From an optimization exercise on the open Yosys and OpenROAD flow, aimed at small area; shortcuts taken in it are not production practice. The RTL was checked by simulation tests, not by an equivalence proof against the original design. The flow treats the clock pin as an ideal source, which a real chip does not have. No activity file was given, so power comes from the tool's default toggle rates.

--- flow/flow/run.sh ---
#!/bin/bash
set -euo pipefail
export BUFFER_PORTS_ARGS="-buffer_cell sky130_fd_sc_hd__buf_1"
export CTS_ARGS="-sink_clustering_enable -repair_clock_nets -dont_use_dummy_load -buf_list {sky130_fd_sc_hd__clkbuf_4 sky130_fd_sc_hd__clkbuf_8}"
bash standard.sh > flow.log 2>&1
--- flow/standard.sh ---
#!/bin/bash
# synth_recipe.tcl (not shown) runs the flow's synth.tcl, then flattens the netlist and writes it again
# the make line also repeats each setting of config.mk as NAME=value (left out here)
make -C /OpenROAD-flow-scripts/flow DESIGN_CONFIG=/design/flow/config.mk WORK_HOME=/design/flow/orfs CLKGATE_MAP_FILE= SYNTH_SCRIPT=/design/flow/synth_recipe.tcl "${@:-finish}"
--- flow/config.mk ---
export PLATFORM = sky130hd
export DESIGN_NAME = dbg_top
export DESIGN_NICKNAME = dbg_top
export VERILOG_FILES = /design/flow/design.v
export SDC_FILE = /design/flow/constraint.sdc
export NUM_CORES = 4
export LEC_CHECK = 0
export CAP_MARGIN = 20
export CORE_MARGIN = 2
export CORE_UTILIZATION = 40
export SLEW_MARGIN = 20
--- flow/constraint.sdc ---
create_clock -name core_clock -period 10.0 [get_ports {clk}]
set_input_delay 2.0000 -clock core_clock [delete_from_list [all_inputs] [get_ports {clk}]]
set_output_delay 2.0000 -clock core_clock [all_outputs]
set_load 0.01 [all_outputs]
--- flow/design.v ---
`timescale 1ns/1ps
module dbg_top (
    input  logic              clk,
    input  logic              clr_mcu_reset,
    input  logic              srx,
    output logic              stx,
    output logic              mcu_reset,
    output logic              cu_pause,
    input  logic              cu_pausable,
    input  logic              cu_paused,
    output logic [31:0]       mem_req_addr,
    output logic [31:0]       mem_req_din,
    output logic              mem_req_en,
    output logic              mem_req_we,
    input  logic [31:0]       mem_dout,
    input  logic [31:0]       pc_next
);
    localparam logic [1:0] RX_IDLE = 2'd0, RX_START = 2'd1, RX_DATA = 2'd2, RX_STOP = 2'd3;
    logic        srx_meta, srx_sync;
    logic [1:0]  rx_state;
    logic [10:0] rx_cnt;
    logic [2:0]  rx_bit;
    logic [1:0]  rx_byte;
    logic        rx_ready;
    logic [31:0] rx_sr;
    logic [31:0] rx_word;
    assign rx_word = {rx_sr[7:0], rx_sr[15:8], rx_sr[23:16], rx_sr[31:24]};
    logic rx_half, rx_full, rx_gap;
    assign rx_half = rx_cnt[5] & rx_cnt[3] & rx_cnt[1] & rx_cnt[0];                   
    assign rx_full = rx_cnt[6] & rx_cnt[4] & rx_cnt[2] & rx_cnt[1];                   
    assign rx_gap  = rx_cnt[10] & rx_cnt[9] & rx_cnt[7] & rx_cnt[6] & rx_cnt[3] &
                     rx_cnt[1] & rx_cnt[0];                                           
    always_ff @(posedge clk) begin
        if (clr_mcu_reset) begin
            srx_meta <= 1'b1;
            srx_sync <= 1'b1;
        end else begin
            srx_meta <= srx;
            srx_sync <= srx_meta;
        end
    end
    always_ff @(posedge clk) begin
        if (clr_mcu_reset) begin
            rx_state <= RX_IDLE;
            rx_cnt <= '0;
            rx_bit <= '0;
            rx_byte <= '0;
            rx_ready <= 1'b0;
        end else begin
            rx_ready <= 1'b0;
            case (rx_state)
                RX_IDLE: begin
                    if (srx_sync && rx_byte != 2'd0 && !rx_gap) begin
                        rx_cnt <= rx_cnt + 1'b1;
                    end else begin
                        rx_cnt <= '0;
                    end
                    if (!srx_sync) begin
                        rx_state <= RX_START;
                    end else if (rx_gap) begin
                        rx_byte <= '0;
                    end
                end
                RX_START: begin
                    if (rx_half) begin
                        rx_cnt <= '0;
                        rx_state <= srx_sync ? RX_IDLE : RX_DATA;
                    end else begin
                        rx_cnt <= rx_cnt + 1'b1;
                    end
                end
                RX_DATA: begin
                    if (rx_full) begin
                        rx_cnt <= '0;
                        rx_bit <= rx_bit + 1'b1;
                        if (rx_bit == 3'd7) begin
                            rx_state <= RX_STOP;
                        end
                    end else begin
                        rx_cnt <= rx_cnt + 1'b1;
                    end
                end
                default: begin
                    if (rx_full) begin
                        rx_cnt <= '0;
                        rx_state <= RX_IDLE;
                        if (srx_sync) begin
                            rx_byte <= rx_byte + 1'b1;
                            rx_ready <= (rx_byte == 2'd3);
                        end else begin
                            rx_byte <= '0;
                        end
                    end else begin
                        rx_cnt <= rx_cnt + 1'b1;
                    end
                end
            endcase
        end
    end
    always_ff @(posedge clk) begin
        if (rx_state == RX_DATA && rx_full) begin
            rx_sr <= {srx_sync, rx_sr[31:1]};
        end
    end
    localparam logic [3:0]
        IDLE           = 4'd0,
        FAILED         = 4'd1,
        WAIT_PAUSED    = 4'd2,
        S_PAUSE        = 4'd3,
        ST_SEND_STATUS = 4'd4,
        RM_WAIT_ADDR   = 4'd5,
        RM_READ_DATA   = 4'd6,
        RM_SEND_DATA   = 4'd7,
        WM_WAIT_ADDR   = 4'd8,
        WM_WAIT_DATA   = 4'd9,
        SHB_WAIT_INDEX = 4'd10,
        SHB_WAIT_ADDR  = 4'd11,
        CHB_WAIT_INDEX = 4'd12,
        CHB_CLEAR      = 4'd13,
        SEND_CKSUM     = 4'd14;
    localparam logic [2:0] SEL_ECHO = 3'd0, SEL_MEMD = 3'd1, SEL_STATUS = 3'd2,
                           SEL_CKSUM = 3'd3, SEL_FAIL = 3'd4;
    logic [3:0]  state, next_state;
    logic [31:0] r_acc;          
    logic        r_mcu_reset;
    logic        r_cu_pause;
    logic [15:0] wait_cnt;       
    logic        timed_out;
    logic        tx_idle;
    logic        tx_send;
    logic [2:0]  tx_sel;
    logic        hb_pause;
    logic        hb_set, hb_clr;
    logic        set_reset, clr_reset, set_pause, clr_pause;
    logic        acc_clr, acc_en;
    logic [1:0]  acc_src;        
    logic        cmd_ok;
    logic [31:0] status_word;
    assign timed_out = wait_cnt[15] & wait_cnt[14] & wait_cnt[9] & wait_cnt[8] &
                       wait_cnt[6] & wait_cnt[4];                                    
    assign mcu_reset = clr_mcu_reset | r_mcu_reset;
    assign cu_pause = r_cu_pause | hb_pause;
    assign status_word = {30'b0, cu_pause, mcu_reset};
    assign cmd_ok = rx_word[31:12] == 20'h0FF00 && rx_word[7:0] == ~rx_word[15:8];
    always_comb begin
        next_state = state;
        tx_send = 1'b0;
        tx_sel = SEL_ECHO;
        mem_req_en = 1'b0;
        hb_set = 1'b0;
        hb_clr = 1'b0;
        {set_reset, clr_reset, set_pause, clr_pause} = '0;
        acc_clr = 1'b0;
        acc_en = 1'b0;
        acc_src = 2'd0;
        case (state)
            IDLE: begin
                if (rx_ready && cmd_ok && tx_idle) begin
                    case (rx_word[11:8])
                        4'h0: begin set_reset = 1'b1; tx_send = 1'b1; end
                        4'h1: begin clr_reset = 1'b1; tx_send = 1'b1; end
                        4'h7: begin clr_pause = 1'b1; tx_send = 1'b1; end
                        4'h5: begin set_pause = 1'b1; next_state = WAIT_PAUSED; end
                        4'h6: begin clr_pause = 1'b1; next_state = S_PAUSE; end
                        4'h8: begin tx_send = 1'b1; next_state = ST_SEND_STATUS; end
                        4'h9: begin tx_send = 1'b1; next_state = RM_WAIT_ADDR; end
                        4'hA: begin tx_send = 1'b1; next_state = WM_WAIT_ADDR; end
                        4'hD: begin tx_send = 1'b1; next_state = SHB_WAIT_INDEX; end
                        4'hE: begin tx_send = 1'b1; next_state = CHB_WAIT_INDEX; end
                        default: ;
                    endcase
                end
            end
            FAILED: begin
                if (tx_idle) begin
                    tx_sel = SEL_FAIL;
                    tx_send = 1'b1;
                    next_state = IDLE;
                end
            end
            S_PAUSE: begin
                set_pause = 1'b1;
                next_state = WAIT_PAUSED;
            end
            WAIT_PAUSED: begin
                if (cu_paused || mcu_reset) begin
                    tx_send = 1'b1;
                    next_state = IDLE;
                end
            end
            ST_SEND_STATUS: begin
                if (tx_idle) begin
                    tx_sel = SEL_STATUS;
                    tx_send = 1'b1;
                    acc_clr = 1'b1;
                    acc_en = 1'b1;
                    acc_src = 2'd2;
                    next_state = SEND_CKSUM;
                end
            end
            RM_WAIT_ADDR, WM_WAIT_ADDR, SHB_WAIT_INDEX, CHB_WAIT_INDEX: begin
                if (timed_out) begin
                    next_state = FAILED;
                end else if (rx_ready) begin
                    acc_clr = 1'b1;
                    acc_en = 1'b1;
                    case (state)
                        RM_WAIT_ADDR:   next_state = RM_READ_DATA;
                        WM_WAIT_ADDR:   next_state = WM_WAIT_DATA;
                        SHB_WAIT_INDEX: next_state = SHB_WAIT_ADDR;
                        default:        next_state = CHB_CLEAR;
                    endcase
                end
            end
            RM_READ_DATA: begin
                if (tx_idle) begin
                    mem_req_en = 1'b1;
                    next_state = RM_SEND_DATA;
                end
            end
            RM_SEND_DATA: begin
                tx_sel = SEL_MEMD;
                tx_send = 1'b1;
                acc_en = 1'b1;
                acc_src = 2'd1;
                next_state = SEND_CKSUM;
            end
            WM_WAIT_DATA, SHB_WAIT_ADDR: begin
                if (timed_out) begin
                    next_state = FAILED;
                end else if (rx_ready) begin
                    mem_req_en = (state == WM_WAIT_DATA);
                    hb_set = (state == SHB_WAIT_ADDR);
                    acc_en = 1'b1;
                    next_state = SEND_CKSUM;
                end
            end
            CHB_CLEAR: begin
                hb_clr = 1'b1;
                next_state = SEND_CKSUM;
            end
            SEND_CKSUM: begin
                if (tx_idle) begin
                    tx_sel = SEL_CKSUM;
                    tx_send = 1'b1;
                    next_state = IDLE;
                end
            end
            default: next_state = IDLE;
        endcase
    end
    assign mem_req_we = (state == WM_WAIT_DATA);
    assign mem_req_addr = r_acc;
    assign mem_req_din = rx_word;
    logic [31:0] acc_in;
    always_comb begin
        case (acc_src)
            2'd1:    acc_in = mem_dout;
            2'd2:    acc_in = status_word;
            default: acc_in = rx_word;
        endcase
    end
    always_ff @(posedge clk) begin
        if (clr_mcu_reset) begin
            state <= IDLE;
            r_mcu_reset <= 1'b0;
            r_cu_pause <= 1'b0;
        end else begin
            state <= next_state;
            if (set_reset) begin
                r_mcu_reset <= 1'b1;
            end else if (clr_reset) begin
                r_mcu_reset <= 1'b0;
            end
            if (set_pause || hb_pause) begin
                r_cu_pause <= 1'b1;
            end else if (clr_pause) begin
                r_cu_pause <= 1'b0;
            end
        end
    end
    always_ff @(posedge clk) begin
        wait_cnt <= rx_ready ? 16'd0 : wait_cnt + 1'b1;
        if (acc_clr) begin
            r_acc <= acc_in;
        end else if (acc_en) begin
            r_acc <= r_acc ^ acc_in;
        end
    end
    logic        tx_busy;
    logic [6:0]  tx_cnt;
    logic [3:0]  tx_bit;
    logic [1:0]  tx_byte;
    logic [31:0] tx_sr;
    logic        tx_full;
    logic [31:0] tx_load;
    assign tx_idle = !tx_busy;
    assign tx_full = tx_cnt[6] & tx_cnt[4] & tx_cnt[2] & tx_cnt[1];                   
    always_comb begin
        logic [31:0] w;
        case (tx_sel)
            SEL_MEMD:   w = mem_dout;
            SEL_STATUS: w = status_word;
            SEL_CKSUM:  w = r_acc;
            default:    w = 32'hF00FF00F;
        endcase
        tx_load = {w[7:0], w[15:8], w[23:16], w[31:24]};
    end
    always_ff @(posedge clk) begin
        if (clr_mcu_reset) begin
            tx_busy <= 1'b0;
            stx <= 1'b1;
            tx_cnt <= '0;
            tx_bit <= '0;
            tx_byte <= '0;
        end else if (!tx_busy) begin
            if (tx_send) begin
                tx_busy <= 1'b1;
                stx <= 1'b0;
            end
        end else if (tx_full) begin
            tx_cnt <= '0;
            if (tx_bit[3] && tx_bit[0]) begin
                tx_bit <= '0;
                tx_byte <= tx_byte + 1'b1;
                if (tx_byte == 2'd3) begin
                    tx_busy <= 1'b0;
                end else begin
                    stx <= 1'b0;
                end
            end else begin
                stx <= tx_bit[3] | tx_sr[0];
                tx_bit <= tx_bit + 1'b1;
            end
        end else begin
            tx_cnt <= tx_cnt + 1'b1;
        end
    end
    always_ff @(posedge clk) begin
        if (!tx_busy) begin
            if (tx_send && tx_sel != SEL_ECHO) begin
                tx_sr <= tx_load;
            end else if (rx_ready) begin
                tx_sr <= rx_sr;
            end
        end else if (tx_full && !tx_bit[3]) begin
            tx_sr <= {1'b0, tx_sr[31:1]};
        end
    end
    logic [31:0] bp_addr [8];
    logic [7:0]  bp_valid;
    always_ff @(posedge clk) begin
        if (clr_mcu_reset) begin
            bp_valid <= '0;
        end else if (hb_set) begin
            bp_valid[r_acc[2:0]] <= 1'b1;
        end else if (hb_clr) begin
            bp_valid[r_acc[2:0]] <= 1'b0;
        end
    end
    always_ff @(posedge clk) begin
        if (hb_set) begin
            bp_addr[r_acc[2:0]] <= rx_word;
        end
    end
    always_comb begin
        logic hit;
        hit = 1'b0;
        for (int i = 0; i < 8; i++) begin
            hit |= bp_valid[i] && (bp_addr[i] == pc_next);
        end
        hb_pause = cu_pausable && hit;
    end
endmodule
==> reports/results.txt, run 1 <==
CP max stage cell: nor4_1
HP Class: reg -> reg
crit path max fanout: 8
Seq/Total Area, Yosys: 0.629
share of layout cells above drive strength 1: 0.0850
crit path time final: 6700 ps
Final Hold Slack: 428 ps
Setup CP Type: in -> out
most frequent cells in the layout: 352 x edfxtp_1, 164 x xor2_1, 152 x xnor2_1
Max Cap Violations: 0
Post-Syn Area per Cell: 12.7 µm²
Synth Warn #: 1
Worst R2R Setup Slack: 6180 ps
number of synthesized flops with an enable pin: 352
synthesized instance count: 1,486
global-route wire length before repair: 82.1 mm
ys async rst share: 0
Hold Startpoint: srx_meta$_SDFF_PP1_
Final Cycle Share: 0.670
Synth Area in Adders: 0.0119
TritonCTS clock tree: done
Leak: 6.90 nW
FF/Latch Area: 11,900 µm²
grt ovf: 0
R2R cell count: 9
Final setup viols: 0
crit-path max cell delay: 620 ps
xor/xnor cell area share of the yosys netlist: 0.146
hold_buf cts: 0
Reg clk slew, reported paths: 50 ps
slew of the pin with the lowest slew margin: 1090 ps
CP Cell Sequence: buf_1 -> xnor2_1 -> nand4_1 -> nor4_1 -> nand4_1 -> o22ai_1 -> o41ai_1 -> buf_4 -> and2_1 -> inv_1 -> buf_1
DR WL/cell: 24.8 µm
multiplexer share of the synthesized area: 0.00371
largest net degree at the start of global routing: 81
crit end category: output port
Starting DRT DRC Count: 1,226
# DRC: 0
chip width: 221 µm
vias per cell: 5.64
Syn-to-layout area delta: 12.4%
hold depth: 1
Pint: 0.00260 W
Slew headroom: 0.270
# IOs: 138
total of fill cells in the finished design: 4,223
PD cells: 159 nW/µm²
simple logic cell fraction of the synthesized area: 0.0993
postcts setup bufs: 0
post-synthesis compound-gate area fraction: 0.0811
VDD IR max: 0.0000927 V
clk latency of the worst-skew pair: 620 ps
Core ar.: 46,600 µm²
final wirelength: 55.9 mm
final max-slew violation count: 0
Gate power share: 0.054
Clock power frac: 0.379
vias in the first global route: 12,400
switch share: 0.228
Root Driver: clkbuf_8
die footprint: 49,000 µm²
Post-DP HPWL: 37.1 mm
chip height: 221 µm
Max H-tree Level: 3
Nets: 1,736
Post-Syn Nets: 1,573
CTS Sinks: 418
status: finished clean
via count: 12,700
origin of the critical flop-to-flop path: state[3]$_SDFFE_PP0P_
unrepaired setup endpoints after global routing: no
Final Hold Vio Count: 0
Flop pwr share: 0.568
clock skew after layout: 63.4 ps
Core Rows: 79
cts repair resizes: 0
predominant post-synthesis flop cell: edfxtp_1
crit start category: input pin
Initial Util: 0.406
clock buffer count from CTS: 73
Psw: 0.000769 W
I/O Buffers: 137
Yosys reg bits: 418
fmax: 0.149 GHz
Mapped Area: 18,900 µm²
hold endpoint: srx_sync$_SDFF_PP1_
multi-input logic area: 6560 µm²
share of the core filled with cells: 0.457
initial antenna violation count: 5
Setup TNS Final: 0 ps
worst reg2reg path endpoint: r_acc[1]$_DFFE_PP_
Req. time, crit path: 8000 ps
DRT antenna net count: 0
largest family of logic cells by synthesized area: XOR/XNOR gates
Detailed Routing Iterations Pass 1: 5
CTS Buffer Depth: 3
Distinct cells, synth: 65
most common cell after layout, fill and taps aside: edfxtp_1
GP Congestion: 0.876
CP Data Arrival Time: 4700 ps
gr usage total: 0.226
==> per-layer routing <==
layer / up-vias / routed length [µm] / global-route usage
met5: - / 55 / 0
met2: 554 / 25800 / 0.355
li1: 5726 / - / -
met4: 8 / 1900 / 0.0825
met1: 6326 / 23500 / 0.303
met3: 109 / 4660 / 0.0560
==> power groups by stage <==
stage / Sequential, W / Combinational (W) / Clock, W
finish: 0.00191 / 0.000181 / 0.00128
global route: 0.00192 / 0.000198 / 0.00137
CTS: 0.00191 / 0.000182 / 0.00131
detailed placement: 0.00195 / 0.000181 / 0
global placement: 0.00195 / 0.000179 / 0
floorplan: 0.00194 / 0.000131 / 0
==> flip-flops by register name, indices dropped and copies added, names as in the netlist, 2 cells and up, named ones only <==
register	cells
bp_addr	256
r_acc	32
rx_bit	3
rx_byte	2
rx_cnt	11
rx_sr	32
rx_state	2
state	4
tx_bit	4
tx_byte	2
tx_cnt	7
tx_sr	32
wait_cnt	16
==> worst max path at each step <==
stage                     start       end  slack [ps]  cells past startpoint
floorplan           pc_next[12]  cu_pause        4610                      9
global placement    pc_next[25]  cu_pause        3340                     11
detailed placement  pc_next[25]  cu_pause        3350                     11
CTS                 pc_next[25]  cu_pause        3340                     11
global route        pc_next[25]  cu_pause        3190                     11
finish              pc_next[25]  cu_pause        3300                     11
==> logic make-up (layout without fill, tap and decap cells) <==
family                   count (synthesis)  count (layout)
AO/OA/AOI/OAI                          225             225
XOR/XNOR                               316             316
adder cells (fa/ha/maj)                 18              18
buffers and inverters                  128             289
flip-flops                             418             418
multiplexers                             7               7
other                                    0               1
AND/OR/NAND/NOR                        374             374
==> final cells by class <==
type | instances | area share
Antenna cell | 1 | 0.000118
Multi-Input combinational cell | 940 | 0.309
Tap cell | 607 | 0.0357
Timing Repair Buffer | 176 | 0.0414
Sequential cell | 418 | 0.560
Clock buffer | 73 | 0.0473
Inverter | 40 | 0.00706
==> critical path, delay by kind of cell <==
family                 cells  cell delay, ps
AO/OA/AOI/OAI              2             270
XOR/XNOR                   1             220
buffers and inverters      4            1010
AND/OR/NAND/NOR            4            1180
==> synth_stat cells, drive strengths merged (2+ instances only) <==
master | instances | area, µm²
edfxtp | 352 | 10600
or3 | 5 | 31.3
buf | 43 | 219
a22oi | 36 | 270
nor3b | 3 | 22.5
o21bai | 2 | 15.0
o221ai | 3 | 26.3
a221o | 31 | 310
nor2 | 79 | 297
o22ai | 11 | 68.8
o31a | 2 | 17.5
dfxtp | 66 | 1320
inv | 40 | 150
mux2i | 7 | 70.1
a31oi | 6 | 52.6
nor4b | 4 | 50.1
nor4bb | 2 | 20.0
a222oi | 4 | 40.0
and3 | 6 | 37.5
a311oi | 2 | 17.5
a32oi | 2 | 17.5
xnor2 | 152 | 1330
ha | 18 | 225
or2 | 6 | 37.5
a211oi | 3 | 22.5
nor4 | 37 | 231
a2111oi | 2 | 18.8
a21oi | 57 | 285
nand4 | 50 | 313
nand2b | 9 | 56.3
o21ai | 50 | 250
nand2 | 106 | 398
nor2b | 7 | 43.8
nand4b | 3 | 26.3
a21bo | 2 | 20.0
and2 | 2 | 12.5
xor2 | 164 | 1440
nand3 | 27 | 135
o211ai | 2 | 15.0
clkbuf | 45 | 170
nor3 | 23 | 120
==> through the flow <==
| step | worst slack [ps] | total power (W) | area, µm² | std cells |
|---|---|---|---|---|
| floorplan | 4610 | 0.00208 | 18900 | 1486 |
| global placement | 3340 | 0.00213 | 20100 | 2177 |
| detailed placement | 3350 | 0.00213 | 20200 | 2180 |
| CTS | 3340 | 0.00340 | 21200 | 2253 |
| global route | 3190 | 0.00349 | 21300 | 2254 |
| finish | 3300 | 0.00337 | 21300 | 2255 |
==> run 2, diff against run 1 <==
==> flow/run.sh (new file) <==
#!/bin/bash
# synth_recipe.tcl (not shown) runs the flow's synth.tcl, then flattens the netlist and writes it again
# the make line also repeats each setting of config.mk as NAME=value (left out here)
make -C /OpenROAD-flow-scripts/flow DESIGN_CONFIG=/design/flow/config.mk WORK_HOME=/design/flow/orfs CLKGATE_MAP_FILE= SYNTH_SCRIPT=/design/flow/synth_recipe.tcl finish
removed: flow/flow/run.sh
removed: flow/standard.sh
==> run 2 against run 1 <==
Net effect:
- still clean on timing, DRC and antenna
- sequential cell count unchanged
- hold slack better by 11 ps
- first-iteration DRC count up 0.33%
- critical path depth is the same
- register-to-register slack hardly changed
- global-route usage grew 0.10 points
- wire length grew 0.27%
- highest routed layer unchanged
==> reports/results.txt, run 2 <==
worst path buffer plus inverter count: 4 (unchanged)
Top delay family on crit path: buffers and inverters (was simple AND/OR/NAND/NOR gates)
gr usage total: 0.227 (was 0.226)
fmax: 0.128 GHz (was 0.149 GHz)
Synth Area in Adders: 0.0119 (unchanged)
vias in the first global route: 12,400 (about the same)
ys async rst share: 0 (unchanged)
Core Rows: 79 (unchanged)
multiplexer share of the synthesized area: 0.00371 (unchanged)
I/O Buffers: 137 (unchanged)
Detailed Routing Iterations Pass 1: 5 (unchanged)
Final setup viols: 0 (unchanged)
unrepaired setup endpoints after global routing: no (unchanged)
predominant post-synthesis flop cell: edfxtp_1 (unchanged)
synthesized instance count: 1,486 (unchanged)
top-count cell post-synth: edfxtp_1 (unchanged)
Core ar.: 46,600 µm² (unchanged)
CP Data Arrival Time: 5820 ps (was 4700 ps)
CP Cell Sequence: clkdlybuf4s50_1 -> xnor2_1 -> nand4_1 -> nor4_1 -> nand4_1 -> o22ai_1 -> o41ai_1 -> buf_4 -> and2_1 -> inv_1 -> clkdlybuf4s50_1 (was buf_1 -> xnor2_1 -> nand4_1 -> nor4_1 -> nand4_1 -> o22ai_1 -> o41ai_1 -> buf_4 -> and2_1 -> inv_1 -> buf_1)
Max Cap Violations: 0 (unchanged)
origin of the critical flop-to-flop path: state[3]$_SDFFE_PP0P_ (unchanged)
# diodes: 0 (was 1)
DP Worst Slack: 2230 ps (was 3350 ps)
share of layout cells above drive strength 1: 0.0833 (was 0.0850)
Reg clk slew, reported paths: 60 ps (was 50 ps)
number of synthesized flops with an enable pin: 352 (unchanged)
Largest register FFs: 256 (unchanged)
most common cell after layout, fill and taps aside: edfxtp_1 (unchanged)
Final Cycle Share: 0.782 (was 0.670)
simple logic cell fraction of the synthesized area: 0.0993 (unchanged)
crit-path max cell delay: 920 ps (was 620 ps)
TritonCTS clock tree: done (unchanged)
GP Congestion: 0.883 (was 0.876)
postcts setup bufs: 0 (unchanged)
crit start category: input pin (unchanged)
cell taking the most area after synthesis: edfxtp_1 (unchanged)
DRT antenna net count: 0 (unchanged)
Mapped Area: 18,900 µm² (unchanged)
largest net degree at the start of global routing: 81 (unchanged)
status: finished clean (unchanged)
Hold Startpoint: wait_cnt[0]$_SDFF_PP0_ (was srx_meta$_SDFF_PP1_)
final wirelength: 56.1 mm (was 55.9 mm)
Post-DP HPWL: 37.3 mm (was 37.1 mm)
CP max stage cell: clkdlybuf4s50_1 (was nor4_1)
# IOs: 138 (unchanged)
most frequent cells in the layout: 352 x edfxtp_1, 164 x xor2_1, 152 x xnor2_1 (unchanged)
cts repair resizes: 0 (unchanged)
crit path time final: 7820 ps (was 6700 ps)
CTS Sinks: 418 (unchanged)
Post-synth top cells: 352 x edfxtp_1, 164 x xor2_1, 152 x xnor2_1 (unchanged)
slew of the pin with the lowest slew margin: 1030 ps (was 1090 ps)
clock skew after layout: 18.9 ps (was 63.4 ps)
Post-Syn Area per Cell: 12.7 µm² (unchanged)
total power: 0.00374 W (was 0.00337 W)
DR WL/cell: 24.6 µm (was 24.8 µm)
crit end category: output port (unchanged)
Yosys reg bits: 418 (unchanged)
crit path launch: pc_next[25] (unchanged)
final max-slew violation count: 0 (unchanged)
Setup CP Type: in -> out (unchanged)
hold_buf cts: 0 (unchanged)
chip height: 221 µm (unchanged)
vias per cell: 5.56 (was 5.64)
chip width: 221 µm (unchanged)
Post-Syn Nets: 1,573 (unchanged)
Root Driver: clkbuf_16 (was clkbuf_8)
global-route wire length before repair: 82.7 mm (was 82.1 mm)
largest family of logic cells by synthesized area: XOR/XNOR gates (unchanged)
Starting DRT DRC Count: 1,230 (was 1,226)
Leak: 7.49 nW (was 6.90 nW)
Req. time, crit path: 8000 ps (about the same)
Distinct cells, synth: 65 (unchanged)
xor/xnor cell area share of the yosys netlist: 0.146 (unchanged)
Nets: 1,719 (was 1,736)
Synth Warn #: 1 (unchanged)
Max H-tree Level: 2 (was 3)
Final Hold Vio Count: 0 (unchanged)
via count: 12,700 (about the same)
grt ovf: 0 (unchanged)
Slew headroom: 0.313 (was 0.270)
PD cells: 165 nW/µm² (was 159 nW/µm²)
DP Area: 21,100 µm² (was 20,200 µm²)
VDD IR max: 0.000109 V (was 0.0000927 V)
post-route cell area: 22,700 µm² (was 21,300 µm²)
die footprint: 49,000 µm² (unchanged)
post-synthesis compound-gate area fraction: 0.0811 (unchanged)
top cells by area, synth: edfxtp_1 56%, xor2_1 7.6%, xnor2_1 7.0%, dfxtp_1 7.0%, nand2_1 2.1% (unchanged)
Yosys top cell area share: 0.559 (unchanged)
crit path max fanout: 8 (unchanged)
Initial Util: 0.406 (unchanged)
clock buffer count from CTS: 46 (was 73)
Seq/Total Area, Yosys: 0.629 (unchanged)
clk latency of the worst-skew pair: 580 ps (was 620 ps)
Setup TNS Final: 0 ps (unchanged)
final setup margin: 2180 ps (was 3300 ps)
# DRC: 0 (unchanged)
HP Class: reg -> reg (unchanged)
initial antenna violation count: 3 (was 5)
Syn-to-layout area delta: 19.8% (was 12.4%)
CTS Buffer Depth: 3 (unchanged)
==> run 2: changes by cell type in the layout (fill, tap and decap cells not counted), moves of 2 or more <==
| cell | before | now |
|---|---|---|
| clkbuf_16 | 0 | 47 |
| bufinv_16 | 0 | 2 |
| buf_4 | 35 | 43 |
| clkdlybuf4s50_1 | 0 | 137 |
| clkinv_1 | 0 | 13 |
| clkbuf_8 | 73 | 2 |
| clkinv_2 | 0 | 5 |
| clkinvlp_4 | 0 | 4 |
| clkbuf_1 | 0 | 9 |
| buf_1 | 136 | 0 |
| clkinv_8 | 0 | 2 |
==> run 2: worst paths after layout <==
path	endpoint	slack [ps]	cells after the start
worst min register to register	wait_cnt[0]$_SDFF_PP0_	440	1
worst max-delay path	cu_pause	2180	11
worst min-delay path	wait_cnt[0]$_SDFF_PP0_	440	1
worst max register to register	r_acc[1]$_DFFE_PP_	6180	9
==> run 2: per-stage QoR <==
step                 util  instances  hold WS (ps)
floorplan               -       1486           389
global placement    0.452       2185           415
detailed placement  0.453       2187           429
CTS                 0.484       2272           443
global route        0.487       2276           475
finish              0.487       2276           440
==> run 2: layout make-up <==
class / count / area, µm²
Multi-Input combinational cell: 940 / 6560
Sequential cell: 418 / 11900
Tap cell: 607 / 759
Clock inverter: 27 / 205
Clock buffer: 58 / 1240
Timing Repair Buffer: 186 / 1840
Inverter: 40 / 150
Fill cell: 4071 / 23900
==> run 2: worst reg2reg max path, stage by stage (launching register included) <==
cell	delay, ps
dfxtp_1	800
nand2b_1	280
nor2_1	60
nand2_1	230
inv_1	180
a31oi_4	840
nand2_1	310
and3_1	270
a2111oi_0	440
o211ai_1	160
==> run 2: cells by family after synthesis <==
group	count (synthesis)
AOI/OAI and AO/OA	225
xor gates and xnor gates	316
adders and majority gates	18
buffers and inverters	128
DFF	418
muxes	7
and+or+nand+nor	374
==> run 2: layer usage <==
layer | routed length [µm] | share of wire | vias up | track usage
li1 | - | - | 5734 | -
met1 | 24000 | 0.43 | 6258 | 0.312
met2 | 26000 | 0.46 | 559 | 0.362
met3 | 4410 | 0.079 | 95 | 0.0430
met4 | 1650 | 0.029 | 4 | 0.0745
met5 | 26 | 0.00046 | - | 0
==> run 2: power breakdown <==
group / switching (W) / leakage (nW) / internal, W
Clock: 0.000700 / 0.691 / 0.000929
Combinational: 0.000112 / 3.10 / 0.0000879
Sequential: 0.0000253 / 3.70 / 0.00189
Total: 0.000837 / 7.49 / 0.00291
==> run 3, diff against run 2 <==
--- a/flow/design.v
+++ b/flow/design.v
@@ -25,11 +25,13 @@
     logic [31:0] rx_sr;
     logic [31:0] rx_word;
     assign rx_word = {rx_sr[7:0], rx_sr[15:8], rx_sr[23:16], rx_sr[31:24]};
+    logic [10:0] rx_cnt_inc;
     logic rx_half, rx_full, rx_gap;
-    assign rx_half = rx_cnt[5] & rx_cnt[3] & rx_cnt[1] & rx_cnt[0];                   
-    assign rx_full = rx_cnt[6] & rx_cnt[4] & rx_cnt[2] & rx_cnt[1];                   
-    assign rx_gap  = rx_cnt[10] & rx_cnt[9] & rx_cnt[7] & rx_cnt[6] & rx_cnt[3] &
-                     rx_cnt[1] & rx_cnt[0];                                           
+    assign rx_cnt_inc = {rx_cnt[9:0], ~(rx_cnt[10] ^ rx_cnt[7])};
+    assign rx_half = rx_cnt[10] & !rx_cnt[9] & rx_cnt[0];                             
+    assign rx_full = rx_cnt[9] & rx_cnt[5] & rx_cnt[2] & rx_cnt[0];                   
+    assign rx_gap  = !rx_cnt[9] & !rx_cnt[8] & rx_cnt[7] & !rx_cnt[6] & !rx_cnt[5] &
+                     !rx_cnt[4] & !rx_cnt[2] & rx_cnt[1] & !rx_cnt[0];                
     always_ff @(posedge clk) begin
         if (clr_mcu_reset) begin
             srx_meta <= 1'b1;
@@ -51,7 +53,7 @@
             case (rx_state)
                 RX_IDLE: begin
                     if (srx_sync && rx_byte != 2'd0 && !rx_gap) begin
-                        rx_cnt <= rx_cnt + 1'b1;
+                        rx_cnt <= rx_cnt_inc;
                     end else begin
                         rx_cnt <= '0;
                     end
@@ -66,7 +68,7 @@
                         rx_cnt <= '0;
                         rx_state <= srx_sync ? RX_IDLE : RX_DATA;
                     end else begin
-                        rx_cnt <= rx_cnt + 1'b1;
+                        rx_cnt <= rx_cnt_inc;
                     end
                 end
                 RX_DATA: begin
@@ -77,7 +79,7 @@
                             rx_state <= RX_STOP;
                         end
                     end else begin
-                        rx_cnt <= rx_cnt + 1'b1;
+                        rx_cnt <= rx_cnt_inc;
                     end
                 end
                 default: begin
@@ -91,7 +93,7 @@
                             rx_byte <= '0;
                         end
                     end else begin
-                        rx_cnt <= rx_cnt + 1'b1;
+                        rx_cnt <= rx_cnt_inc;
                     end
                 end
             endcase
@@ -136,8 +138,7 @@
     logic [1:0]  acc_src;        
     logic        cmd_ok;
     logic [31:0] status_word;
-    assign timed_out = wait_cnt[15] & wait_cnt[14] & wait_cnt[9] & wait_cnt[8] &
-                       wait_cnt[6] & wait_cnt[4];                                    
+    assign timed_out = (wait_cnt & 16'b1111001111111111) == 16'b1100001100010111;
     assign mcu_reset = clr_mcu_reset | r_mcu_reset;
     assign cu_pause = r_cu_pause | hb_pause;
     assign status_word = {30'b0, cu_pause, mcu_reset};
@@ -280,7 +281,7 @@
         end
     end
     always_ff @(posedge clk) begin
-        wait_cnt <= rx_ready ? 16'd0 : wait_cnt + 1'b1;
+        wait_cnt <= rx_ready ? 16'd0 : {wait_cnt[14:0], ~(wait_cnt[15] ^ wait_cnt[12])};
         if (acc_clr) begin
             r_acc <= acc_in;
         end else if (acc_en) begin
@@ -295,7 +296,7 @@
     logic        tx_full;
     logic [31:0] tx_load;
     assign tx_idle = !tx_busy;
-    assign tx_full = tx_cnt[6] & tx_cnt[4] & tx_cnt[2] & tx_cnt[1];                   
+    assign tx_full = (tx_cnt[4:0] == 5'b01000);
     always_comb begin
         logic [31:0] w;
         case (tx_sel)
@@ -333,7 +334,7 @@
                 tx_bit <= tx_bit + 1'b1;
             end
         end else begin
-            tx_cnt <= tx_cnt + 1'b1;
+            tx_cnt <= {tx_cnt[5:0], ~(tx_cnt[6] ^ tx_cnt[5])};
         end
     end
     always_ff @(posedge clk) begin
==> flow/flow/run.sh (new file) <==
#!/bin/bash
# The standard layout, with two changes:
#  - ports are buffered with buf_1 instead of the delay buffer buffer_ports picks;
#  - the clock tree uses no dummy loads, and its buffer type and clustering are
#    picked by trying a few settings on the placed design (flow/cts_eval.tcl)
#    and keeping the one with the least buffer area whose estimated flip-flop
#    clock slew stays under 100 ps.
set -euo pipefail
export BUFFER_PORTS_ARGS="-buffer_cell sky130_fd_sc_hd__buf_1"
bash standard.sh synth floorplan place > flow_place.log 2>&1

export PLATFORM_DIR=$FLOW_HOME/platforms/sky130hd
export RES=$PWD/orfs/results/sky130hd/dbg_top/base
base="-sink_clustering_enable -repair_clock_nets -dont_use_dummy_load"
cands=(
  "$base -buf_list sky130_fd_sc_hd__clkbuf_8"
  "$base -buf_list sky130_fd_sc_hd__clkbuf_2"
  "$base -buf_list sky130_fd_sc_hd__clkbuf_4"
  "$base -buf_list sky130_fd_sc_hd__clkbuf_8 -sink_clustering_size 30 -sink_clustering_max_diameter 50"
  "$base -buf_list sky130_fd_sc_hd__clkbuf_16 -sink_clustering_size 30 -sink_clustering_max_diameter 80"
  "$base -buf_list sky130_fd_sc_hd__clkbuf_16 -sink_clustering_size 40 -sink_clustering_max_diameter 100"
  "$base -buf_list sky130_fd_sc_hd__clkbuf_4 -sink_clustering_size 30 -sink_clustering_max_diameter 30"
  "$base -buf_list sky130_fd_sc_hd__clkbuf_8 -sink_clustering_size 30 -sink_clustering_max_diameter 45"
)
for i in "${!cands[@]}"; do
  CTS_TRY="${cands[$i]}" openroad -no_init -exit flow/cts_eval.tcl > cts_eval_$i.log 2>&1 &
  if (( (i + 1) % 4 == 0 )); then wait; fi
done
wait
best=0; best_area=1e9
for i in "${!cands[@]}"; do
  read -r area slew < <(grep '^CTS_EVAL' cts_eval_$i.log | awk '{print $2, $3}') || continue
  echo "candidate $i: area $area slew $slew: ${cands[$i]}" >> cts_choice.log
  if awk -v s="$slew" -v a="$area" -v b="$best_area" 'BEGIN{exit !(s < 0.100 && a < b)}'; then
    best=$i; best_area=$area
  fi
done
echo "chosen $best" >> cts_choice.log
export CTS_ARGS="${cands[$best]}"
bash standard.sh > flow_finish.log 2>&1
==> flow/flow/cts_eval.tcl (new file) <==
# Try one clock tree setting on the placed design and print its buffer area and
# the worst flip-flop clock-pin slew. Nothing is written back.
read_lef $::env(PLATFORM_DIR)/lef/sky130_fd_sc_hd.tlef
read_lef $::env(PLATFORM_DIR)/lef/sky130_fd_sc_hd_merged.lef
read_liberty $::env(PLATFORM_DIR)/lib/sky130_fd_sc_hd__tt_025C_1v80.lib
read_db $::env(RES)/3_place.odb
read_sdc $::env(RES)/3_place.sdc
source $::env(PLATFORM_DIR)/setRC.tcl
set a0 [rsz::design_area]
eval clock_tree_synthesis $::env(CTS_TRY)
set_propagated_clock [all_clocks]
estimate_parasitics -placement
set a1 [rsz::design_area]
set mx 0
foreach pin [get_pins -hierarchical */CLK] {
  foreach p {slew_max_rise slew_max_fall} {
    set s [get_property $pin $p]
    if {$s > $mx} {set mx $s}
  }
}
puts "CTS_EVAL [expr {($a1-$a0)*1e12}] $mx"
==> flow/standard.sh (new file) <==
#!/bin/bash
# synth_recipe.tcl (not shown) runs the flow's synth.tcl, then flattens the netlist and writes it again
# the make line also repeats each setting of config.mk as NAME=value (left out here)
make -C /OpenROAD-flow-scripts/flow DESIGN_CONFIG=/design/flow/config.mk WORK_HOME=/design/flow/orfs CLKGATE_MAP_FILE= SYNTH_SCRIPT=/design/flow/synth_recipe.tcl "${@:-finish}"
removed: flow/run.sh
==> run 3 against run 2 <==
Net effect:
- area after synthesis shrank 1.1%
- sequential cell count unchanged
- hold slack worse by 32 ps
- sequential power up 7%
- fmax up 16%
- critical path type unchanged
- critical endpoint unchanged
==> reports/results.txt, run 3 <==
top-count cell post-synth: edfxtp_1 (unchanged)
GP Congestion: 0.913 (was 0.883)
Syn-to-layout area delta: 9.75% (was 19.8%)
switch share: 0.278 (was 0.224)
Core ar.: 46,400 µm² (was 46,600 µm²)
Final setup viols: 0 (unchanged)
PD cells: 178 nW/µm² (was 165 nW/µm²)
HP Class: reg -> reg (unchanged)
origin of the critical flop-to-flop path: state[0]$_SDFFE_PP0P_ (was state[3]$_SDFFE_PP0P_)
initial antenna violation count: 2 (was 3)
R2R cell count: 9 (unchanged)
Flop pwr share: 0.561 (was 0.511)
Largest register FFs: 256 (unchanged)
DP Area: 19,800 µm² (was 21,100 µm²)
Synth Warn #: 1 (unchanged)
crit end category: output port (unchanged)
Final Hold Vio Count: 0 (unchanged)
Psw: 0.00102 W (was 0.000837 W)
VDD IR max: 0.000105 V (was 0.000109 V)
met2 WL post-DR: 24.6 mm (was 26.0 mm)
Seq/Total Area, Yosys: 0.636 (was 0.629)
grt ovf: 0 (unchanged)
share of layout cells above drive strength 1: 0.0733 (was 0.0833)
Post-Syn Nets: 1,491 (was 1,573)
Slew headroom: 0.405 (was 0.313)
crit path max fanout: 8 (unchanged)
crit path launch: pc_next[31] (was pc_next[25])
slew of the pin with the lowest slew margin: 892 ps (was 1030 ps)
TritonCTS clock tree: done (unchanged)
crit path time final: 6740 ps (was 7820 ps)
Detailed Routing Iterations Pass 1: 8 (was 5)
# IOs: 138 (unchanged)
synthesized instance count: 1,407 (was 1,486)
Starting DRT DRC Count: 1,239 (was 1,230)
cell taking the most area after synthesis: edfxtp_1 (unchanged)
Mapped Area: 18,700 µm² (was 18,900 µm²)
Leak: 6.61 nW (was 7.49 nW)
predominant post-synthesis flop cell: edfxtp_1 (unchanged)
Post-synth top cells: 352 x edfxtp_1, 168 x xor2_1, 131 x xnor2_1 (was 352 x edfxtp_1, 164 x xor2_1, 152 x xnor2_1)
hold_buf cts: 0 (unchanged)
met3 wire len: 4.72 mm (was 4.41 mm)
largest net degree at the start of global routing: 67 (was 81)
Setup CP Type: in -> out (unchanged)
vias per cell: 5.60 (was 5.56)
Setup TNS Final: 0 ps (unchanged)
clock buffer count from CTS: 49 (was 46)
fin cells: 2,148 (was 2,276)
post-route cell area: 20,500 µm² (was 22,700 µm²)
unrepaired setup endpoints after global routing: no (unchanged)
CP endpoint: cu_pause (unchanged)
total power: 0.00366 W (was 0.00374 W)
top cells by area, synth: edfxtp_1 57%, xor2_1 7.9%, dfxtp_1 7.1%, xnor2_1 6.1%, nand2_1 2.1% (was edfxtp_1 56%, xor2_1 7.6%, xnor2_1 7.0%, dfxtp_1 7.0%, nand2_1 2.1%)
Yosys top cell area share: 0.565 (was 0.559)
DR WL/cell: 25.0 µm (was 24.6 µm)
gr usage total: 0.223 (was 0.227)
Distinct cells, synth: 68 (was 65)
ys async rst share: 0 (unchanged)
Nets: 1,627 (was 1,719)
Req. time, crit path: 8000 ps (about the same)
final max-slew violation count: 0 (unchanged)
Clock power frac: 0.277 (was 0.435)
clock skew after layout: 98.8 ps (was 18.9 ps)
share of the core filled with cells: 0.443 (was 0.487)
Worst R2R Setup Slack: 6510 ps (was 6180 ps)
Post-DP HPWL: 36.0 mm (was 37.3 mm)
DRT antenna net count: 0 (unchanged)
max layer used: met4 (was met5)
Routed met1 length: 22.8 mm (was 24.0 mm)
clk latency of the worst-skew pair: 670 ps (was 580 ps)
chip width: 220 µm (was 221 µm)
fmax: 0.148 GHz (was 0.128 GHz)
Pint: 0.00264 W (was 0.00291 W)
# DRC: 0 (unchanged)
most common cell after layout, fill and taps aside: edfxtp_1 (unchanged)
Placed Instances: 2,096 (was 2,187)
Yosys reg bits: 418 (unchanged)
# diodes: 0 (unchanged)
Initial Util: 0.403 (was 0.406)
status: finished clean (unchanged)
CP Data Arrival Time: 4740 ps (was 5820 ps)
via count: 12,000 (was 12,700)
chip height: 220 µm (was 221 µm)
I/O Buffers: 137 (unchanged)
Reg clk slew, reported paths: 40 ps (was 60 ps)
total of fill cells in the finished design: 4,266 (was 4,071)
CTS Sinks: 418 (unchanged)
worst reg2reg path endpoint: r_acc[22]$_DFFE_PP_ (was r_acc[1]$_DFFE_PP_)
final wirelength: 53.8 mm (was 56.1 mm)
Post-Syn Area per Cell: 13.3 µm² (was 12.7 µm²)
most frequent cells in the layout: 352 x edfxtp_1, 168 x xor2_1, 136 x buf_1 (was 352 x edfxtp_1, 164 x xor2_1, 152 x xnor2_1)
cts repair resizes: 0 (unchanged)
die footprint: 48,500 µm² (was 49,000 µm²)
postcts setup bufs: 0 (unchanged)
global-route wire length before repair: 78.3 mm (was 82.7 mm)
number of synthesized flops with an enable pin: 352 (unchanged)
vias in the first global route: 11,600 (was 12,400)
Gate power share: 0.162 (was 0.053)
Max Cap Violations: 0 (unchanged)
crit start category: input pin (unchanged)
Final Cycle Share: 0.674 (was 0.782)
Core Rows: 79 (unchanged)
run 3: layout make-up:
type | instances | area [µm²] | share of cell area
clock buffer | 49 | 674 | 0.0329
tap | 607 | 759 | 0.0370
timing repair buffer | 172 | 843 | 0.0411
multi-input combinational | 879 | 6260 | 0.305
sequential | 418 | 11900 | 0.580
inverter | 23 | 86.3 | 0.00421
run 3: worst min path at each step:
stage,startpoint,to,cells after the start
detailed placement,srx_meta$_SDFF_PP1_,srx_sync$_SDFF_PP1_,1
global placement,srx_meta$_SDFF_PP1_,srx_sync$_SDFF_PP1_,1
floorplan,srx_meta$_SDFF_PP1_,srx_sync$_SDFF_PP1_,1
finish,srx_meta$_SDFF_PP1_,srx_sync$_SDFF_PP1_,1
global route,srx_meta$_SDFF_PP1_,srx_sync$_SDFF_PP1_,1
CTS,srx_meta$_SDFF_PP1_,srx_sync$_SDFF_PP1_,1
run 3: cells by family after synthesis:
| kind of cell | Yosys count | share of synthesized area |
|---|---|---|
| AO/OA/AOI/OAI | 200 | 0.0779 |
| XOR/XNOR | 299 | 0.140 |
| adder cells (fa/ha/maj) | 15 | 0.0100 |
| buffers and inverters | 110 | 0.0336 |
| flip-flops | 418 | 0.636 |
| multiplexers | 8 | 0.00428 |
| AND/OR/NAND/NOR | 357 | 0.0979 |
run 3: layer usage:
metal / up-vias / global-route usage
met3: 85 / 0.0598
met5: - / 0
met1: 6018 / 0.303
li1: 5388 / -
met4: 0 / 0.0732
met2: 547 / 0.348
run 3: per-stage QoR:
| step | hold slack (ps) | worst slack (ps) |
|---|---|---|
| 2_1_floorplan | 389 | 4670 |
| 3_3_place_gp | 409 | 3330 |
| 3_5_place_dp | 401 | 3360 |
| 4_1_cts | 412 | 3340 |
| 5_1_grt | 425 | 3210 |
| 6_report | 408 | 3260 |
run 3: power by group through the flow:
stage          registers, W  logic [W]  clock network, W
2_1_floorplan       0.00206   0.000475                 0
3_3_place_gp        0.00208   0.000581                 0
3_5_place_dp        0.00209   0.000593                 0
4_1_cts             0.00205   0.000594           0.00104
5_1_grt             0.00206   0.000655           0.00110
6_report            0.00205   0.000593           0.00101
run 3: worst max-delay path, stage by stage:
cell	delay, ps
buf_1	510
xnor2_1	210
nand4_1	310
nor4_1	530
nand4_1	260
o22ai_1	230
o41ai_1	170
buf_4	200
nand2_1	120
buf_1	170
==> run 4, diff against run 3 <==
--- a/flow/flow/run.sh
+++ b/flow/flow/run.sh
@@ -1,10 +1,4 @@
 #!/bin/bash
-# The standard layout, with two changes:
-#  - ports are buffered with buf_1 instead of the delay buffer buffer_ports picks;
-#  - the clock tree uses no dummy loads, and its buffer type and clustering are
-#    picked by trying a few settings on the placed design (flow/cts_eval.tcl)
-#    and keeping the one with the least buffer area whose estimated flip-flop
-#    clock slew stays under 100 ps.
 set -euo pipefail
 export BUFFER_PORTS_ARGS="-buffer_cell sky130_fd_sc_hd__buf_1"
 bash standard.sh synth floorplan place > flow_place.log 2>&1
@@ -31,7 +25,7 @@
 for i in "${!cands[@]}"; do
   read -r area slew < <(grep '^CTS_EVAL' cts_eval_$i.log | awk '{print $2, $3}') || continue
   echo "candidate $i: area $area slew $slew: ${cands[$i]}" >> cts_choice.log
-  if awk -v s="$slew" -v a="$area" -v b="$best_area" 'BEGIN{exit !(s < 0.100 && a < b)}'; then
+  if awk -v s="$slew" -v a="$area" -v b="$best_area" 'BEGIN{exit !(s < 0.112 && a < b)}'; then
     best=$i; best_area=$area
   fi
 done
==> run 4 against run 3 <==
Net effect:
- non-clock buffer count is the same
- sequential share of layout area grew 0.35 points
- hold slack lost 15 ps
- still clean
- die area is the same
- area after synthesis is the same
- count of clock-buffer cells in the layout grew 59
- clock power shrank 11%
- sequential cell count is the same
- final cell count grew 2.9%
- first-iteration DRC count grew 4.3%
- synthesized cell count is the same
- critical path type unchanged
- core utilization shrank 0.27 points
==> reports/results.txt, run 4 <==
status: finished clean (unchanged)
CP Cell Sequence: buf_1 -> xnor2_1 -> nand4_1 -> nor4_1 -> nand4_1 -> o22ai_1 -> o41ai_1 -> buf_4 -> nand2_1 -> buf_1 (unchanged)
CP max stage cell: nor4_1 (unchanged)
global routing's busiest layer: met2 (unchanged)
most frequent cells in the layout: 352 x edfxtp_1, 168 x xor2_1, 136 x buf_1 (unchanged)
Largest register FFs: 256 (unchanged)
Mapped Area: 18,700 µm² (unchanged)
Reg clk slew, reported paths: 110 ps (was 40 ps)
Setup TNS Final: 0 ps (unchanged)
Clock power frac: 0.253 (was 0.277)
Gate power share: 0.168 (was 0.162)
M3 GR Usage: 0.0639 (was 0.0598)
crit-path max cell delay: 550 ps (was 530 ps)
Final Cycle Share: 0.674 (about the same)
Hold Startpoint: wait_cnt[7]$_SDFF_PP0_ (was srx_meta$_SDFF_PP1_)
met2 Use GR: 0.354 (was 0.348)
GP Congestion: 0.913 (unchanged)
Post-DP HPWL: 36.0 mm (unchanged)
clk latency of the worst-skew pair: 1150 ps (was 670 ps)
CP Data Arrival Time: 4740 ps (about the same)
Synth Warn #: 1 (unchanged)
Yosys top cell area share: 0.565 (unchanged)
DR WL/cell: 24.5 µm (was 25.0 µm)
grt ovf: 0 (unchanged)
number of synthesized flops with an enable pin: 352 (unchanged)
PD cells: 174 nW/µm² (was 178 nW/µm²)
share of layout cells above drive strength 1: 0.108 (was 0.0733)
final max-slew violation count: 0 (unchanged)
Pint: 0.00248 W (was 0.00264 W)
ys async rst share: 0 (unchanged)
postcts setup bufs: 0 (unchanged)
Post-synth top cells: 352 x edfxtp_1, 168 x xor2_1, 131 x xnor2_1 (unchanged)
CTS Sinks: 418 (unchanged)
crit path max fanout: 8 (unchanged)
DP Area: 19,800 µm² (unchanged)
Final setup viols: 0 (unchanged)
Nets: 1,686 (was 1,627)
switch share: 0.298 (was 0.278)
HP Class: reg -> reg (unchanged)
Distinct cells, synth: 68 (unchanged)
synthesized instance count: 1,407 (unchanged)
DRT antenna net count: 0 (unchanged)
hold_buf cts: 0 (unchanged)
multi-input logic area: 6260 µm² (unchanged)
crit start category: input pin (unchanged)
Slew headroom: 0.377 (was 0.405)
Detailed Routing Iterations Pass 1: 6 (was 8)
clock buffer count from CTS: 108 (was 49)
global-route wire length before repair: 79.1 mm (was 78.3 mm)
Req. time, crit path: 8000 ps (about the same)
Leak: 6.71 nW (was 6.61 nW)
Core Rows: 79 (unchanged)
chip height: 220 µm (unchanged)
gr usage total: 0.226 (was 0.223)
worst path buffer plus inverter count: 3 (unchanged)
Psw: 0.00105 W (was 0.00102 W)
Syn-to-layout area delta: 9.09% (was 9.75%)
top-count cell post-synth: edfxtp_1 (unchanged)
most common cell after layout, fill and taps aside: edfxtp_1 (unchanged)
Flop pwr share: 0.579 (was 0.561)
crit end category: output port (unchanged)
Setup CP Type: in -> out (unchanged)
# IOs: 138 (unchanged)
cts repair resizes: 0 (unchanged)
cell taking the most area after synthesis: edfxtp_1 (unchanged)
top cells by area, synth: edfxtp_1 57%, xor2_1 7.9%, dfxtp_1 7.1%, xnor2_1 6.1%, nand2_1 2.1% (unchanged)
unrepaired setup endpoints after global routing: no (unchanged)
Post-Syn Area per Cell: 13.3 µm² (unchanged)
crit path launch: pc_next[31] (unchanged)
clock skew after layout: 230 ps (was 98.8 ps)
Seq/Total Area, Yosys: 0.636 (unchanged)
I/O Buffers: 137 (unchanged)
fin cells: 2,211 (was 2,148)
die footprint: 48,500 µm² (unchanged)
crit path time final: 6740 ps (about the same)
slew of the pin with the lowest slew margin: 912 ps (was 892 ps)
M1 GR Usage: 0.302 (was 0.303)
fmax: 0.148 GHz (about the same)
total of fill cells in the finished design: 4,295 (was 4,266)
vias in the first global route: 12,000 (was 11,600)
TritonCTS clock tree: done (unchanged)
predominant post-synthesis flop cell: edfxtp_1 (unchanged)
Starting DRT DRC Count: 1,292 (was 1,239)
Max Cap Violations: 0 (unchanged)
origin of the critical flop-to-flop path: state[0]$_SDFFE_PP0P_ (unchanged)
initial antenna violation count: 4 (was 2)
Top delay family on crit path: simple AND/OR/NAND/NOR gates (unchanged)
chip width: 220 µm (unchanged)
Final Hold Vio Count: 0 (unchanged)
post-route cell area: 20,400 µm² (was 20,500 µm²)
largest net degree at the start of global routing: 67 (unchanged)
Initial Util: 0.403 (unchanged)
vias per cell: 5.57 (was 5.60)
Post-Syn Nets: 1,491 (unchanged)
# DRC: 0 (unchanged)
VDD IR max: 0.0000916 V (was 0.000105 V)
via count: 12,300 (was 12,000)
Core ar.: 46,400 µm² (unchanged)
final wirelength: 54.2 mm (was 53.8 mm)
Placed Instances: 2,096 (unchanged)
Yosys reg bits: 418 (unchanged)
FF/Latch Area: 11,900 µm² (unchanged)
-- run 4: cells by family after synthesis --
group,count (synthesis),share of synthesized area
flops,418,0.636
compound gates,200,0.0779
buf+inv,110,0.0336
mux,8,0.00428
simple gates,357,0.0979
fa+ha+maj,15,0.0100
xor+xnor,299,0.140
-- run 4: area by class of cell --
cell class | instances | area share
Antenna cell | 4 | 0.000491
Multi-Input combinational cell | 879 | 0.307
Inverter | 23 | 0.00423
Clock buffer | 108 | 0.0265
Timing Repair Buffer | 172 | 0.0414
Tap cell | 607 | 0.0372
Sequential cell | 418 | 0.583
-- run 4: worst paths after layout --
check	to	slack (ps)	cells past startpoint
max	cu_pause	3260	10
min	wait_cnt[8]$_SDFF_PP0_	390	1
min reg2reg	wait_cnt[8]$_SDFF_PP0_	390	1
max reg2reg	r_acc[23]$_DFFE_PP_	6520	9
-- run 4: per-layer routing --
metal / share of wire / vias to the layer above / wire length (µm)
met5: 0 / - / 0
met4: 0.024 / 0 / 1310
met3: 0.096 / 82 / 5180
met2: 0.46 / 619 / 25100
met1: 0.42 / 6070 / 22500
li1: - / 5548 / -
-- run 4: metrics by stage --
| step | hold WS (ps) | utilization | power [W] | setup slack, ps |
|---|---|---|---|---|
| floorplan | 389 | - | 0.00254 | 4670 |
| global placement | 409 | 0.426 | 0.00267 | 3330 |
| detailed placement | 401 | 0.426 | 0.00268 | 3360 |
| finish | 393 | 0.440 | 0.00354 | 3260 |
| CTS | 381 | 0.438 | 0.00357 | 3340 |
| global route | 417 | 0.440 | 0.00372 | 3200 |
-- run 4: worst register-to-register path, cell delays in order, from the launching register on --
cell and delay, ps:
dfxtp_1 580, nor2_1 300, nand2_1 80, nor3_1 680, inv_1 250, ha_1 390, nor2b_2 320, buf_4 370
a22oi_1 140, xor2_1 180
-- run 4: power groups by stage --
stage	clock (W)	sequential, W	combinational (W)
after floorplan	0	0.00206	0.000475
after global placement	0	0.00208	0.000581
after detailed placement	0	0.00209	0.000593
after CTS	0.000929	0.00205	0.000595
after global routing	0.00100	0.00206	0.000656
final	0.000894	0.00205	0.000594

## port drivers added, routing unchanged
The results above use ideal ports. As a check the final layouts listed here were re-extracted and re-timed, cells and wires unchanged. Step 1, drivers: a clkbuf_16 drives clk and a buf_2 each remaining input, both assumed. Step 2 times the ports against the registers' clock, not the clock port: input delays grow and output delays shrink by t, the midpoint of the rising clock arrivals with the driver on. Slacks: ideal / step 1 / step 2; pairs: ideal / step 1.
run	t (ns)	slack for setup (ns)	worst setup path after step 2	worst register clock-pin slew, ns	worst data-port slew with drivers (ns)
run 1	0.643	3.300 / 3.276 / 3.276	input to output	0.06 / 0.06	0.08
run 2	0.629	2.182 / 2.161 / 2.161	input to output	0.06 / 0.06	0.08
run 3	0.671	3.262 / 3.228 / 3.228	input to output	0.10 / 0.10	0.07
run 4	1.085	3.257 / 3.223 / 3.223	input to output	0.11 / 0.11	0.06
After both steps setup and hold are still met in every run listed.
